Context: an optimization exercise on an open-source flow, tuned for small area, a short achievable clock period and few clock cycles per item. The choices shown serve that exercise and are no tape-out recipe. In this exercise RTL edits were held to simulation tests only and were not proved equivalent to the original.

==> job 9080: inputs <==
==> flow/design.v <==
`default_nettype none
module cnn_top (
    input  logic              clk,
    input  logic              rst,
    input  logic              load_en,
    input  logic [6:0]        load_addr,
    input  logic signed [7:0] load_data,
    input  logic              start,
    input  logic [1:0]        class_sel,
    output logic signed [7:0] score,
    output logic              conv_done,
    output logic              pool_done,
    output logic              dense_done
);
    function automatic logic [15:0] bwrow(input logic [7:0] a, input logic [7:0] b, input integer j);
        logic [15:0] r;
        r = '0;
        for (int i = 0; i < 8; i++)
            if ((i == 7) != (j == 7))
                r[i+j] = ~(a[i] & b[j]);
            else
                r[i+j] = a[i] & b[j];
        bwrow = r;
    endfunction
    logic [7:0]        ring  [0:63];    
    logic [5:0]        off;
    logic signed [7:0] ker   [0:8];
    logic signed [7:0] cbias;
    logic signed [7:0] dw    [0:35];
    logic signed [7:0] dbias [0:3];
    logic       rp;         
    logic       wr_img;
    logic       shift;
    logic [7:0] sdata;
    logic [5:0] wpos;
    assign wr_img = load_en && !load_addr[6];
    assign shift  = rp || (wr_img && load_addr[5:0] == off);
    assign sdata  = rp ? ring[0] : load_data;
    assign wpos   = load_addr[5:0] - off;
    logic [7:0] wlo, whi0, whi1, cy;
    always_comb
    begin
        for (int t = 0; t < 8; t++)
        begin
            wlo[t]  = load_addr[2:0] == 3'(t + 32'(off[2:0]));
            cy[t]   = (t + 32'(off[2:0])) >= 8;
            whi0[t] = load_addr[5:3] == 3'(t + 32'(off[5:3]));
            whi1[t] = load_addr[5:3] == 3'(t + 32'(off[5:3]) + 1);
        end
    end
    logic [63:0] we;
    logic [63:0] hold;
    logic [7:0]  ring_d [0:63];
    always_comb
    begin
        for (int j = 0; j < 64; j++)
        begin
            we[j]   = wr_img && !shift && (wlo[j%8] && (cy[j%8] ? whi1[j/8] : whi0[j/8]));
            hold[j] = !(shift || we[j]);
        end
        for (int j = 0; j < 63; j++)
            ring_d[j] = ({8{shift}} & ring[j+1]) | ({8{we[j]}} & load_data) | ({8{hold[j]}} & ring[j]);
        ring_d[63] = ({8{shift}} & sdata) | ({8{we[63]}} & load_data) | ({8{hold[63]}} & ring[63]);
    end
    always_ff @(posedge clk)
    begin
        for (int j = 0; j < 64; j++)
            ring[j] <= ring_d[j];
    end
    always_ff @(posedge clk)
    begin
        if (rst)
            off <= 6'd0;
        else if (shift)
            off <= off + 6'd1;
    end
    always_ff @(posedge clk)
    begin
        if (load_en)
        begin
            for (int k = 0; k < 9; k++)
                if (load_addr == 7'(64 + k))
                    ker[k] <= load_data;
            if (load_addr == 7'd73)
                cbias <= load_data;
            for (int k = 0; k < 36; k++)
                if (load_addr == 7'(80 + k))
                    dw[k] <= load_data;
            for (int k = 0; k < 4; k++)
                if (load_addr == 7'(116 + k))
                    dbias[k] <= load_data;
        end
    end
    logic sact;       
    logic scomp;      
    logic rdy;        
    logic busy;
    logic done;
    logic v1;         
    logic [5:0] n1;
    logic [18:0]        x1_d, x2_d, x3_d, csum;
    logic [18:0]        x1, x2, x3;
    logic signed [12:0] csh;
    logic signed [7:0]  c8_d;
    logic signed [7:0]  c8;
    logic               v2;
    logic [2:0]         r2, c2;
    always_comb
    begin
        x1_d = 19'(524288 - 3 * 32512);
        for (int j = 0; j < 3; j++)
            for (int b = 0; b < 8; b++)
                x1_d = x1_d + 19'(bwrow(ring[48 + j], ker[j], b));
        x2_d = x1 + 19'(524288 - 3 * 32512);
        for (int j = 0; j < 3; j++)
            for (int b = 0; b < 8; b++)
                x2_d = x2_d + 19'(bwrow(ring[55 + j], ker[3 + j], b));
        x3_d = x2 + 19'(524288 - 2 * 32512);
        for (int j = 0; j < 2; j++)
            for (int b = 0; b < 8; b++)
                x3_d = x3_d + 19'(bwrow(ring[62 + j], ker[6 + j], b));
        csum = x3 + 19'(524288 - 32512) + 19'($signed(cbias));
        for (int b = 0; b < 8; b++)
            csum = csum + 19'(bwrow(ring[63], ker[8], b));
        csh  = csum[18:6];
        c8_d = (csh > 13'sd127) ? 8'sd127 : (csh < -13'sd128) ? -8'sd128 : csh[7:0];
    end
    always_ff @(posedge clk)
    begin
        x1 <= x1_d;
        x2 <= x2_d;
        x3 <= x3_d;
        c8 <= c8_d;
        r2 <= n1[5:3] - 3'd2;
        c2 <= n1[2:0] - 3'd2;
    end
    logic signed [7:0]  pair_lo;
    logic signed [7:0]  pm;
    logic signed [7:0]  rb [0:2];
    logic signed [7:0]  pool;
    logic               v3;
    logic [3:0]         k3;
    logic               kfirst;
    assign pm = (c8 > pair_lo) ? c8 : pair_lo;
    always_ff @(posedge clk)
    begin
        if (v2 && !c2[0])
            pair_lo <= c8;
        if (v2 && c2[0])
        begin
            rb[0] <= pm;
            rb[1] <= rb[0];
            rb[2] <= rb[1];
        end
        if (v2 && c2[0] && r2[0])
        begin
            pool   <= (pm > rb[2]) ? pm : rb[2];
            k3     <= 4'(r2[2:1] * 3 + c2[2:1]);
            kfirst <= r2[2:1] == 2'd0 && c2[2:1] == 2'd0;
        end
    end
    logic        ph;
    logic        mac;
    logic [18:0] acur, aalt, bcur, balt;
    logic [18:0] abase, bbase;
    logic [18:0] anext, bnext;
    logic [7:0]  wa, wb;
    logic [3:0]  kn;
    assign mac = v3 || ph;
    assign kn  = 4'(r2[2:1] * 3 + c2[2:1]);
    always_ff @(posedge clk)
    begin
        if (v2 && c2[0] && r2[0])
        begin
            wa <= dw[kn];
            wb <= dw[9 + 32'(kn)];
        end
        else if (v3)
        begin
            wa <= dw[18 + 32'(k3)];
            wb <= dw[27 + 32'(k3)];
        end
    end
    always_comb
    begin
        abase = kfirst ? 19'($signed(ph ? dbias[2] : dbias[0])) : aalt;
        bbase = kfirst ? 19'($signed(ph ? dbias[3] : dbias[1])) : balt;
        anext = abase + 19'(524288 - 32512);
        bnext = bbase + 19'(524288 - 32512);
        for (int b = 0; b < 8; b++)
        begin
            anext = anext + 19'(bwrow(pool, wa, b));
            bnext = bnext + 19'(bwrow(pool, wb, b));
        end
    end
    always_ff @(posedge clk)
    begin
        if (mac)
        begin
            acur <= anext;
            aalt <= acur;
            bcur <= bnext;
            balt <= bcur;
        end
    end
    logic signed [7:0] score_q [0:3];
    function automatic logic [7:0] sat5(input logic [18:0] a);
        logic signed [13:0] s;
        s = a[18:5];
        sat5 = (s > 14'sd127) ? 8'sd127 : (s < -14'sd128) ? 8'h80 : s[7:0];
    endfunction
    logic fin;    
    assign fin = ph && k3 == 4'd8;
    always_ff @(posedge clk)
    begin
        if (rst)
        begin
            sact  <= 1'b0;
            scomp <= 1'b0;
            rdy   <= 1'b0;
            rp    <= 1'b0;
            busy  <= 1'b0;
            done  <= 1'b0;
            v1    <= 1'b0;
            v2    <= 1'b0;
            v3    <= 1'b0;
            ph    <= 1'b0;
            n1    <= 6'd0;
        end
        else
        begin
            sact <= shift && (off == 6'd0 || sact) && off != 6'd63;
            v1   <= shift && (off == 6'd0 || sact);
            n1   <= off;
            if (load_en && !shift)
            begin
                scomp <= 1'b0;
                rdy   <= 1'b0;
            end
            else if (shift && (off == 6'd0 || sact))
            begin
                scomp <= off == 6'd63;
                rdy   <= 1'b0;
                if (off == 6'd63)
                    rp <= 1'b0;
            end
            else if (shift)
            begin
                scomp <= 1'b0;
                rdy   <= 1'b0;
            end
            else if (fin && scomp)
                rdy <= 1'b1;
            v2 <= v1 && n1[5:4] != 2'b00 && n1[2:1] != 2'b00;
            v3 <= v2 && c2[0] && r2[0];
            ph <= v3;
            if (start && !busy)
            begin
                busy <= 1'b1;
                done <= 1'b0;
                if (!rdy && !scomp)
                    rp <= 1'b1;
            end
            else if (busy && rdy)
            begin
                busy <= 1'b0;
                done <= 1'b1;
            end
        end
    end
    always_ff @(posedge clk)
    begin
        if (busy && rdy && !rst)
        begin
            score_q[0] <= sat5(aalt);
            score_q[2] <= sat5(acur);
            score_q[1] <= sat5(balt);
            score_q[3] <= sat5(bcur);
        end
    end
    assign score      = score_q[class_sel];
    assign conv_done  = done;
    assign pool_done  = done;
    assign dense_done = done;
endmodule
`default_nettype wire
==> flow/run.sh <==
#!/bin/bash
# synth_recipe.tcl (not shown) runs the flow's synth.tcl, then flattens the netlist and writes it again
# the make line also repeats each setting of config.mk as NAME=value (left out here)
make -C /OpenROAD-flow-scripts/flow DESIGN_CONFIG=/design/flow/config.mk WORK_HOME=/design/flow/orfs CLKGATE_MAP_FILE= SYNTH_SCRIPT=/design/flow/synth_recipe.tcl finish
==> flow/config.mk <==
export PLATFORM = sky130hd
export DESIGN_NAME = cnn_top
export DESIGN_NICKNAME = cnn_top
export VERILOG_FILES = /design/flow/design.v
export SDC_FILE = /design/flow/constraint.sdc
export NUM_CORES = 4
export LEC_CHECK = 0
export CAP_MARGIN = 20
export CORE_MARGIN = 2
export CORE_UTILIZATION = 40
export SETUP_SLACK_MARGIN = 5
export SLEW_MARGIN = 20
==> flow/constraint.sdc <==
create_clock -name core_clock -period 12.0 [get_ports {clk}]
set_input_delay 2.4000 -clock core_clock [delete_from_list [all_inputs] [get_ports {clk}]]
set_output_delay 2.4000 -clock core_clock [all_outputs]
set_load 0.01 [all_outputs]
==> inputs of job 4676, as changes to job 9080 <==
SETUP_SLACK_MARGIN = default   (was 5)
==> comparison table <==
Routed length on met2: job 9080 104 mm; job 4676 104 mm
Outcome: job 9080 finished clean; job 4676 finished clean
Final critical-path setup slack: job 9080 5340 ps; job 4676 5200 ps
Post-route fraction of the period consumed by the critical path: job 9080 55.5%; job 4676 56.6%
Standard cell with the maximum stage delay on the critical path: job 9080 clkdlybuf4s50_1; job 4676 or4b_2
Vias/cell: job 9080 5.65; job 4676 5.65
Post-route minimum period: job 9080 6660 ps; job 4676 6800 ps
Critical Path End Type: job 9080 output port; job 4676 flop
Fraction of standard cell area that is sequential: job 9080 36.7%; job 4676 36.7%
Initial drt markers: job 9080 5803; job 4676 5820
Least-Margin Pin Slew: job 9080 1250 ps; job 4676 1190 ps
Clock latency on the worst-skew pair: job 9080 810 ps; job 4676 800 ps
Post-route insts no fill: job 9080 9377; job 4676 9373
Critical setup path kind: job 9080 primary input to output port; job 4676 flop to flop
NumNets Final: job 9080 7884; job 4676 7880
Worst hold slack across all endpoints: job 9080 339 ps; job 4676 337 ps
Startpoint types: job 9080 primary input; job 4676 flop
Total Routed Length: job 9080 231 mm; job 4676 231 mm
Filler cell count: job 9080 16800; job 4676 16800
Area share of buffers outside the clock network: job 9080 1.46%; job 4676 1.42%
Critical Path End: job 9080 score[7]; job 4676 x1[17]$_DFF_P_
Layout cell share with drive strength beyond 1: job 9080 7.12%; job 4676 7.04%
Multi-input gate share of the layout cell area: job 9080 48.8%; job 4676 48.8%
Testbench counts of job 9080, summed over its fixed seeds: cycles 9,360, frames 128.
Testbench counts of job 4676, summed over its fixed seeds: cycles 9,360, frames 128.

separate check: timing with driven ports:
The results above use ideal ports. As a check the final layouts listed here were re-extracted and re-timed, cells and wires unchanged.
Step 1: set_driving_cell puts a clkbuf_16 on clk and a buf_2 on each other input, an assumption about the parent block.
Step 2, shift: input delay + t, output delay - t, t = (earliest + latest rising clock arrival at the registers) / 2. This alone moves slack from input paths to output paths.
a / b / c = ideal ports / drivers / drivers and shift; a / b = the first two.
run	shift t [ns]	setup WS [ns]	worst setup path at the end	latest minus earliest clock arrival (ns)
job 9080	0.866	5.338 / 5.303 / 5.045	input to register	0.047 / 0.048
job 4676	0.864	5.205 / 5.205 / 5.058	input to register	0.048 / 0.048
After both steps setup and hold are still met in every run listed. For job 9080, which loses most, drivers alone change the setup slack by -0.035 ns; drivers and shift together by -0.293 ns.
